What follows belongs to an exercise in optimizing a design on an open flow for small area, a short achievable clock period and few clock cycles per item; a production flow would make more cautious choices. In this exercise RTL edits were held to simulation tests only and were not proved equivalent to the original. Power and IR drop assume default switching activity.

## main
## ex_unit
module ex_unit (
    input  logic               clk,
    input  logic               rst_n,
    input  logic               in_valid,
    output logic               in_ready,
    input  logic [32-1:0]   in_pc,
    input  logic [32-1:0]   in_imm,
    input  logic [32-1:0]   in_rs1_data,
    input  logic [32-1:0]   in_rs2_data,
    input  logic [5-1:0] in_rd_addr,
    input  logic               in_rd_we,
    input  logic [2:0]         in_kind,
    input  logic [3:0]         in_alu_op,
    input  logic [1:0]         in_div_op,
    input  logic [1:0]         in_src1_sel,
    input  logic               in_src2_sel,
    input  logic               in_pred_taken,
    input  logic [32-1:0]   in_pred_pc,
    output logic               out_valid,
    input  logic               out_ready,
    output logic [32-1:0]   out_pc,
    output logic [5-1:0] out_rd_addr,
    output logic               out_rd_we,
    output logic [32-1:0]   out_rd_wdata,
    output logic               out_is_branch,
    output logic               out_taken,
    output logic [32-1:0]   out_target,
    output logic               out_miss,
    output logic [32-1:0]   out_redirect_pc
);
==> module ex_resolve, before the edit <==
module ex_resolve (
    input  logic               clk,
    input  logic               rst_n,
    input  logic               load,
    input  logic               out_ready,
    input  logic [32-1:0]   pc,
    input  logic [32-1:0]   imm,
    input  logic [5-1:0] rd_addr,
    input  logic               rd_we,
    input  logic               pred_taken,
    input  logic [32-1:0]   pred_pc,
    input  logic               is_div,
    input  logic               is_jump,
    input  logic               is_cond,
    input  logic [32-1:0]   operand_a,
    input  logic [32-1:0]   operand_b,
    input  logic [8:0]         res_sel,
    input  logic [32-1:0]   sum,
    input  logic [32-1:0]   gen,
    input  logic [32-1:0]   prop,
    input  logic [32-1:0]   sh_res,
    input  logic               cmp_out,
    input  logic [32-1:0]   div_result,
    output logic               out_valid,
    output logic [32-1:0]   out_pc,
    output logic [5-1:0] out_rd_addr,
    output logic               out_rd_we,
    output logic [32-1:0]   out_rd_wdata,
    output logic               out_is_branch,
    output logic               out_taken,
    output logic [32-1:0]   out_target,
    output logic               out_miss,
    output logic [32-1:0]   out_redirect_pc
);
    logic [32-1:0]   pc_imm;
    logic               pc_imm_co;
    logic [32-1:0]   pc_step;
    logic               hit_cond;
    logic               hit_jump;
    logic               taken;
    logic               miss;
    logic [32-1:0]   res_nx;
    logic [32-1:0]   res_q;
    logic               branch_q;
    logic               taken_q;
    logic               miss_q;
    logic               jump_q;      
    logic               plain_q;     
    logic               cond_taken_q;
    logic               not_taken_q;
    function automatic logic sum_is(input logic [32-1:0] a, input logic [32-1:0] b,
                                    input logic [32-1:0] k);
        logic [32-1:0] c;
        c = {(a[32-2:0] & b[32-2:0]) | ((a[32-2:0] ^ b[32-2:0]) & ~k[32-2:0]), 1'b0};
        sum_is = ((a ^ b ^ k) == c);
    endfunction
    ex_add #(.W(32)) i_pc_imm (
        .a    (pc),
        .b    (imm),
        .cin  (1'b0),
        .sum  (pc_imm),
        .cout (pc_imm_co)
    );
    assign hit_cond = sum_is(pc, imm, pred_pc);
    assign hit_jump = sum_is(operand_a, operand_b, pred_pc);
    assign taken = is_jump || (is_cond && cmp_out);
    assign miss  = is_jump ? (!pred_taken || !hit_jump)
                           : (is_cond && (cmp_out ? (!pred_taken || !hit_cond) : pred_taken));
    function automatic logic [32-1:0] bitrev(input logic [32-1:0] x);
        for (int i = 0; i < 32; i++) bitrev[i] = x[32-1-i];
    endfunction
    assign res_nx = ({32{res_sel[0]}} & sum) |
                    ({32{res_sel[1]}} & sh_res) |
                    ({32{res_sel[2]}} & bitrev(sh_res)) |
                    ({32{res_sel[3]}} & gen) |
                    ({32{res_sel[4]}} & (gen | prop)) |
                    ({32{res_sel[5]}} & prop) |
                    {{(32-1){1'b0}}, res_sel[6] & cmp_out} |
                    ({32{res_sel[7]}} & pc_imm) |
                    ({32{res_sel[8]}} & div_result);
    always_ff @(posedge clk) begin
        if (!rst_n) begin
            out_valid <= 1'b0;
        end else if (load) begin
            out_valid <= 1'b1;
        end else if (out_ready) begin
            out_valid <= 1'b0;
        end
    end
    always_ff @(posedge clk) begin
        if (load) begin
            out_pc       <= pc;
            out_rd_addr  <= rd_addr;
            out_rd_we    <= rd_we;
            res_q        <= res_nx;
            branch_q     <= is_jump || is_cond;
            taken_q      <= taken;
            miss_q       <= miss;
            jump_q       <= is_jump;
            plain_q      <= !is_jump && !is_cond;
            cond_taken_q <= is_cond && cmp_out;
            not_taken_q  <= is_cond && !cmp_out;
        end
    end
    assign pc_step         = {out_pc[32-1:2] + 30'd1, out_pc[1:0]};
    assign out_is_branch   = branch_q;
    assign out_taken       = taken_q;
    assign out_miss        = miss_q;
    assign out_target      = {32{branch_q}} & res_q;
    assign out_redirect_pc = ({32{taken_q}} & res_q) |
                             ({32{not_taken_q}} & pc_step);
    assign out_rd_wdata    = ({32{plain_q}} & res_q) |
                             ({32{jump_q}} & pc_step) |
                             {{(32-1){1'b0}}, cond_taken_q};
endmodule
Settings: LEC_CHECK=0, ABC_AREA=1, CAP_MARGIN=40, CORE_MARGIN=2, CORE_UTILIZATION=40, PLACE_DENSITY=0.6, SETUP_SLACK_MARGIN=5, SLEW_MARGIN=20, TNS_END_PERCENT=5; clock period 10.0 ns.
standard.sh (not shown) runs the stock make flow with config.mk's settings and CLKGATE_MAP_FILE= SYNTH_SCRIPT=/design/flow/synth_recipe.tcl, a recipe that flattens the netlist after the stock synthesis.
==> flow/flow/run.sh <==
#!/bin/bash
# The standard ORFS layout (standard.sh), with every port buffered by a
# buf_1 instead of the default buffer the ORFS picks for buffer_ports.
# The whole ORFS run's output goes to orfs_flow.log here; ORFS's own per-step
# logs stay under orfs/logs/.
set -euo pipefail
cd "$(dirname "$0")/.."
export BUFFER_PORTS_ARGS="-buffer_cell sky130_fd_sc_hd__buf_1"
bash standard.sh > orfs_flow.log 2>&1
Testbench counts of main, summed over its fixed seeds: cycles 4,685, items 3,200.
The following lists how the feature branch was set up differently from main:
--- a/flow/design.v
+++ b/flow/design.v
@@ -392,7 +392,7 @@
         .sum  (pc_imm),
         .cout (pc_imm_co)
     );
-    assign hit_cond = sum_is(pc, imm, pred_pc);
+    assign hit_cond = (pc_imm == pred_pc);
     assign hit_jump = sum_is(operand_a, operand_b, pred_pc);
     assign taken = is_jump || (is_cond && cmp_out);
     assign miss  = is_jump ? (!pred_taken || !hit_jump)
--- outcome ---
- Overall power consumption delta for the feature branch relative to main: 4.1% higher
- On worst hold slack, the feature branch does better than main.
- For the non-clock buffering overhead in the final layout, the feature branch came in 0.72 points higher than main did.
- Diff main -> the feature branch: share of synthesized flip-flops with an asynchronous set or reset held steady, fraction of area in multi-input gates went down 0.60 points.
- in_rs2_data[31] as the start point of the critical path was reported by the feature branch, and in_kind[2] by main.
- The feature branch ended up with a lower clock share of power than main did.
Testbench counts of the feature branch, summed over its fixed seeds: cycles 4,685, items 3,200.

========
Setup of v6:
ex_unit again, from the RTL that the note above started with.
==> module ex_divider, before the edit <==
module ex_divider (
    input  logic             clk,
    input  logic             rst_n,
    input  logic             req,         
    input  logic             take,        
    input  logic [1:0]       div_op,
    input  logic [32-1:0] dividend,
    input  logic [32-1:0] divisor,
    input  logic [32-1:0] divisor_mag,  
    input  logic [32-1:0] sh_left,      
    output logic             norm,         
    output logic [32-1:0] norm_val,
    output logic [4:0]       norm_amt,
    output logic             ready,        
    output logic [32-1:0] result
);
    localparam logic [1:0] S_IDLE = 2'd0, S_NORM = 2'd1, S_ITER = 2'd2, S_FIN = 2'd3;
    logic [1:0]            state;
    logic [32-1:0]      rem_q;        
    logic [32-1:0]      quot_q;
    logic [32:0]        dsr_q;        
    logic [3:0]            count;        
    logic                  want_rem_q;
    logic                  neg_q;        
    logic                  signed_op;
    logic                  a_neg;
    logic                  b_neg;
    logic [32-1:0]      neg_in;
    logic                  neg_en;
    logic [32-1:0]      neg_or;       
    logic [32-1:0]      neg_out;
    logic [4:0]            lz_r;
    logic [4:0]            lz_d;
    logic                  rem_zero;
    logic                  dsr_zero;
    logic                  early;
    logic [32:0]        diff_a;
    logic                  ge_a;
    logic [32-1:0]      rem_a;
    logic [32-1:0]      diff_b;
    logic                  ge_b;
    logic [32-1:0]      rem_b;
    assign signed_op = !div_op[0];
    assign a_neg     = signed_op && dividend[32-1];
    assign b_neg     = signed_op && divisor[32-1];
    assign neg_in = (state == S_FIN) ? (want_rem_q ? rem_q : quot_q) : dividend;
    assign neg_en = (state == S_FIN) ? neg_q : ((state == S_IDLE) && a_neg);
    always_comb begin
        logic [32-1:0] o;
        o = {neg_in[32-2:0], 1'b0};
        for (int s = 1; s < 32; s = s * 2) o = o | (o << s);
        neg_or = o;
    end
    assign neg_out = neg_in ^ (neg_or & {32{neg_en}});
    ex_lzc i_lz_r (.x(rem_q), .cnt(lz_r), .zero(rem_zero));
    ex_lzc i_lz_d (.x(dsr_q[32-1:0]), .cnt(lz_d), .zero(dsr_zero));
    assign {ge_a, diff_a} = {1'b1, 1'b0, rem_q} - {1'b0, dsr_q};
    assign rem_a = ge_a ? diff_a[32-1:0] : rem_q;
    assign {ge_b, diff_b} = {1'b1, rem_a} - {1'b0, dsr_q[32:1]};
    assign rem_b = ge_b ? diff_b : rem_a;
    assign early    = dsr_zero || !ge_a;
    assign norm     = (state == S_NORM);
    assign norm_val = dsr_q[32-1:0];
    assign norm_amt = lz_d - lz_r;
    assign ready  = (state == S_NORM && early) || (state == S_FIN);
    assign result = (state == S_NORM && !want_rem_q) ? {32{dsr_zero}} : neg_out;
    always_ff @(posedge clk) begin
        if (!rst_n) begin
            state <= S_IDLE;
        end else begin
            case (state)
                S_IDLE:  if (req) state <= S_NORM;
                S_NORM:  if (!early) state <= S_ITER;
                         else if (take) state <= S_IDLE;
                S_ITER:  if (count == 4'd0) state <= S_FIN;
                default: if (take) state <= S_IDLE;
            endcase
        end
    end
    always_ff @(posedge clk) begin
        case (state)
            S_IDLE: begin
                rem_q      <= neg_out;
                dsr_q      <= {1'b0, divisor_mag};
                want_rem_q <= div_op[1];
                neg_q      <= div_op[1] ? a_neg : (a_neg ^ b_neg);
            end
            S_NORM: begin
                if (!early) begin
                    dsr_q  <= norm_amt[0] ? {1'b0, sh_left} : {sh_left, 1'b0};
                    count  <= norm_amt[4:1];
                    quot_q <= '0;
                end
            end
            S_ITER: begin
                rem_q  <= rem_b;
                quot_q <= {quot_q[32-3:0], ge_a, ge_b};
                dsr_q  <= dsr_q >> 2;
                count  <= count - 4'd1;
            end
            default: ;
        endcase
    end
endmodule
==> flow/config.mk <==
export PLATFORM = sky130hd
export DESIGN_NAME = ex_unit
export DESIGN_NICKNAME = ex_unit
export VERILOG_FILES = /design/flow/design.v
export SDC_FILE = /design/flow/constraint.sdc
export NUM_CORES = 4
export LEC_CHECK = 0
export ABC_AREA = 1
export CAP_MARGIN = 10
export CORE_MARGIN = 2
export CORE_UTILIZATION = 50
export PLACE_DENSITY = 0.7
export SETUP_SLACK_MARGIN = 5
export SLEW_MARGIN = 10
export TNS_END_PERCENT = 5
==> flow/constraint.sdc <==
create_clock -name core_clock -period 10.0 [get_ports {clk}]
set_input_delay 2.0000 -clock core_clock [delete_from_list [all_inputs] [get_ports {clk}]]
set_output_delay 2.0000 -clock core_clock [all_outputs]
set_load 0.01 [all_outputs]
Scripts as last shown in full above: flow/flow/run.sh
v6: all stages complete, timing, DRC and antenna checks passed
Testbench counts of v6, summed over its fixed seeds: cycles 4,685, items 3,200.
Edits applied to the flow inputs when going from v6 to v7:
==> flow/design.v, changed modules only <==
module ex_divider (
    input  logic             clk,
    input  logic             rst_n,
    input  logic             req,         
    input  logic             take,        
    input  logic [1:0]       div_op,
    input  logic [32-1:0] dividend,
    input  logic [32-1:0] divisor,
    input  logic [32-1:0] divisor_mag,  
    input  logic [32-1:0] sh_left,      
    output logic             norm,         
    output logic [32-1:0] norm_val,
    output logic [4:0]       norm_amt,
    output logic             ready,        
    output logic [32-1:0] result
);
    localparam logic [1:0] S_IDLE = 2'd0, S_NORM = 2'd1, S_ITER = 2'd2, S_FIN = 2'd3;
    logic [1:0]            state;
    logic [32-1:0]      rem_q;        
    logic [32-1:0]      quot_q;
    logic [32:0]        dsr_q;        
    logic [3:0]            count;        
    logic                  want_rem_q;
    logic                  neg_q;        
    logic                  signed_op;
    logic                  a_neg;
    logic                  b_neg;
    logic [32-1:0]      neg_in;
    logic                  neg_en;
    logic [32-1:0]      neg_or;       
    logic [32-1:0]      neg_out;
    logic [4:0]            lz_r;
    logic [4:0]            lz_d;
    logic                  rem_zero;
    logic                  dsr_zero;
    logic                  early;
    logic                  dsr_one;
    logic [32:0]        diff_a;
    logic                  ge_a;
    logic [32-1:0]      rem_a;
    logic [32-1:0]      diff_b;
    logic                  ge_b;
    logic [32-1:0]      rem_b;
    assign signed_op = !div_op[0];
    assign a_neg     = signed_op && dividend[32-1];
    assign b_neg     = signed_op && divisor[32-1];
    assign neg_in = (state == S_FIN) ? (want_rem_q ? rem_q : quot_q) : dividend;
    always_comb begin
        case (state)
            S_IDLE:  neg_en = a_neg;
            S_NORM:  neg_en = neg_q ^ a_neg;
            default: neg_en = neg_q;
        endcase
    end
    always_comb begin
        logic [32-1:0] o;
        o = {neg_in[32-2:0], 1'b0};
        for (int s = 1; s < 32; s = s * 2) o = o | (o << s);
        neg_or = o;
    end
    assign neg_out = neg_in ^ (neg_or & {32{neg_en}});
    ex_lzc i_lz_r (.x(rem_q), .cnt(lz_r), .zero(rem_zero));
    ex_lzc i_lz_d (.x(dsr_q[32-1:0]), .cnt(lz_d), .zero(dsr_zero));
    assign {ge_a, diff_a} = {1'b1, 1'b0, rem_q} - {1'b0, dsr_q};
    assign rem_a = ge_a ? diff_a[32-1:0] : rem_q;
    assign {ge_b, diff_b} = {1'b1, rem_a} - {1'b0, dsr_q[32:1]};
    assign rem_b = ge_b ? diff_b : rem_a;
    assign early    = dsr_zero || !ge_a;
    assign dsr_one  = (dsr_q == {{32{1'b0}}, 1'b1});
    assign norm     = (state == S_NORM);
    assign norm_val = dsr_q[32-1:0];
    assign norm_amt = lz_d - lz_r;
    assign ready  = (state == S_NORM && (early || dsr_one)) || (state == S_FIN);
    always_comb begin
        if (state != S_NORM)  result = neg_out;
        else if (early)       result = want_rem_q ? dividend : {32{dsr_zero}};
        else                  result = want_rem_q ? '0 : neg_out;
    end
    always_ff @(posedge clk) begin
        if (!rst_n) begin
            state <= S_IDLE;
        end else begin
            case (state)
                S_IDLE:  if (req) state <= S_NORM;
                S_NORM:  if (!early && !dsr_one) state <= S_ITER;
                         else if (take) state <= S_IDLE;
                S_ITER:  if (count == 4'd0) state <= S_FIN;
                default: if (take) state <= S_IDLE;
            endcase
        end
    end
    always_ff @(posedge clk) begin
        case (state)
            S_IDLE: begin
                rem_q      <= neg_out;
                dsr_q      <= {1'b0, divisor_mag};
                want_rem_q <= div_op[1];
                neg_q      <= div_op[1] ? a_neg : (a_neg ^ b_neg);
            end
            S_NORM: begin
                if (!early && !dsr_one) begin
                    dsr_q  <= norm_amt[0] ? {1'b0, sh_left} : {sh_left, 1'b0};
                    count  <= norm_amt[4:1];
                    quot_q <= '0;
                end
            end
            S_ITER: begin
                rem_q  <= rem_b;
                quot_q <= {quot_q[32-3:0], ge_a, ge_b};
                dsr_q  <= dsr_q >> 2;
                count  <= count - 4'd1;
            end
            default: ;
        endcase
    end
endmodule
==> results.txt <==
v7 reached the final stage; the timing, DRC and antenna checks on its layout passed.
Compared to v6, v7 has part of the power in combinational logic 0.8 points higher.
Relative to v6, final layout net count has gone up in v7.
Comparing the two runs side by side, v7 comes out behind v6 on post-layout minimum cycle time.
Sequential cell count: v7 vs v6 — no meaningful difference
Between v7 and v6, it is v7 whose synthesized instance count is higher, by 0.75%.
Going from v6 to v7, number of standard cells in the final layout excluding fillers grew slightly.
Measured against v6, the power of v7 comes out at 1.06 times the reference value.
Testbench counts of v7, summed over its fixed seeds: cycles 4,601, items 3,200.

==> static timing again, ports no longer ideal <==
No port has a modelled driver above. Below, the same layouts with a new extraction and two added sets of constraints.
Step 1 assumes that a clkbuf_16 drives the clock port and a buf_2 every other input.
Step 2 times the ports against the registers' clock, not the clock port: input delays grow and output delays shrink by t, the midpoint of the rising clock arrivals with the driver on.
a / b / c = ideal / step 1 / step 2; a / b = the first two.
| run | t (ns) | slack for setup (ns) | hold WS [ns] | worst slew at a driven data input, ns | cell pins on the clock port's net |
|---|---|---|---|---|---|
| main | 0.576 | 4.895 / 4.854 / 4.279 | 0.529 / 0.529 / 0.529 | 0.11 | 1 |
| the feature branch | 0.579 | 4.619 / 4.654 / 4.075 | 0.539 / 0.539 / 0.539 | 0.08 | 1 |
| v6 | 0.566 | 4.827 / 4.854 / 4.289 | 0.528 / 0.528 / 0.528 | 0.12 | 1 |
| v7 | 0.581 | 4.746 / 4.739 / 4.211 | 0.544 / 0.544 / 0.544 | 0.10 | 1 |
After both steps setup and hold are still met in every run listed. The setup slack of main, which loses most, moves by -0.041 ns with the drivers and by -0.616 ns with both steps.
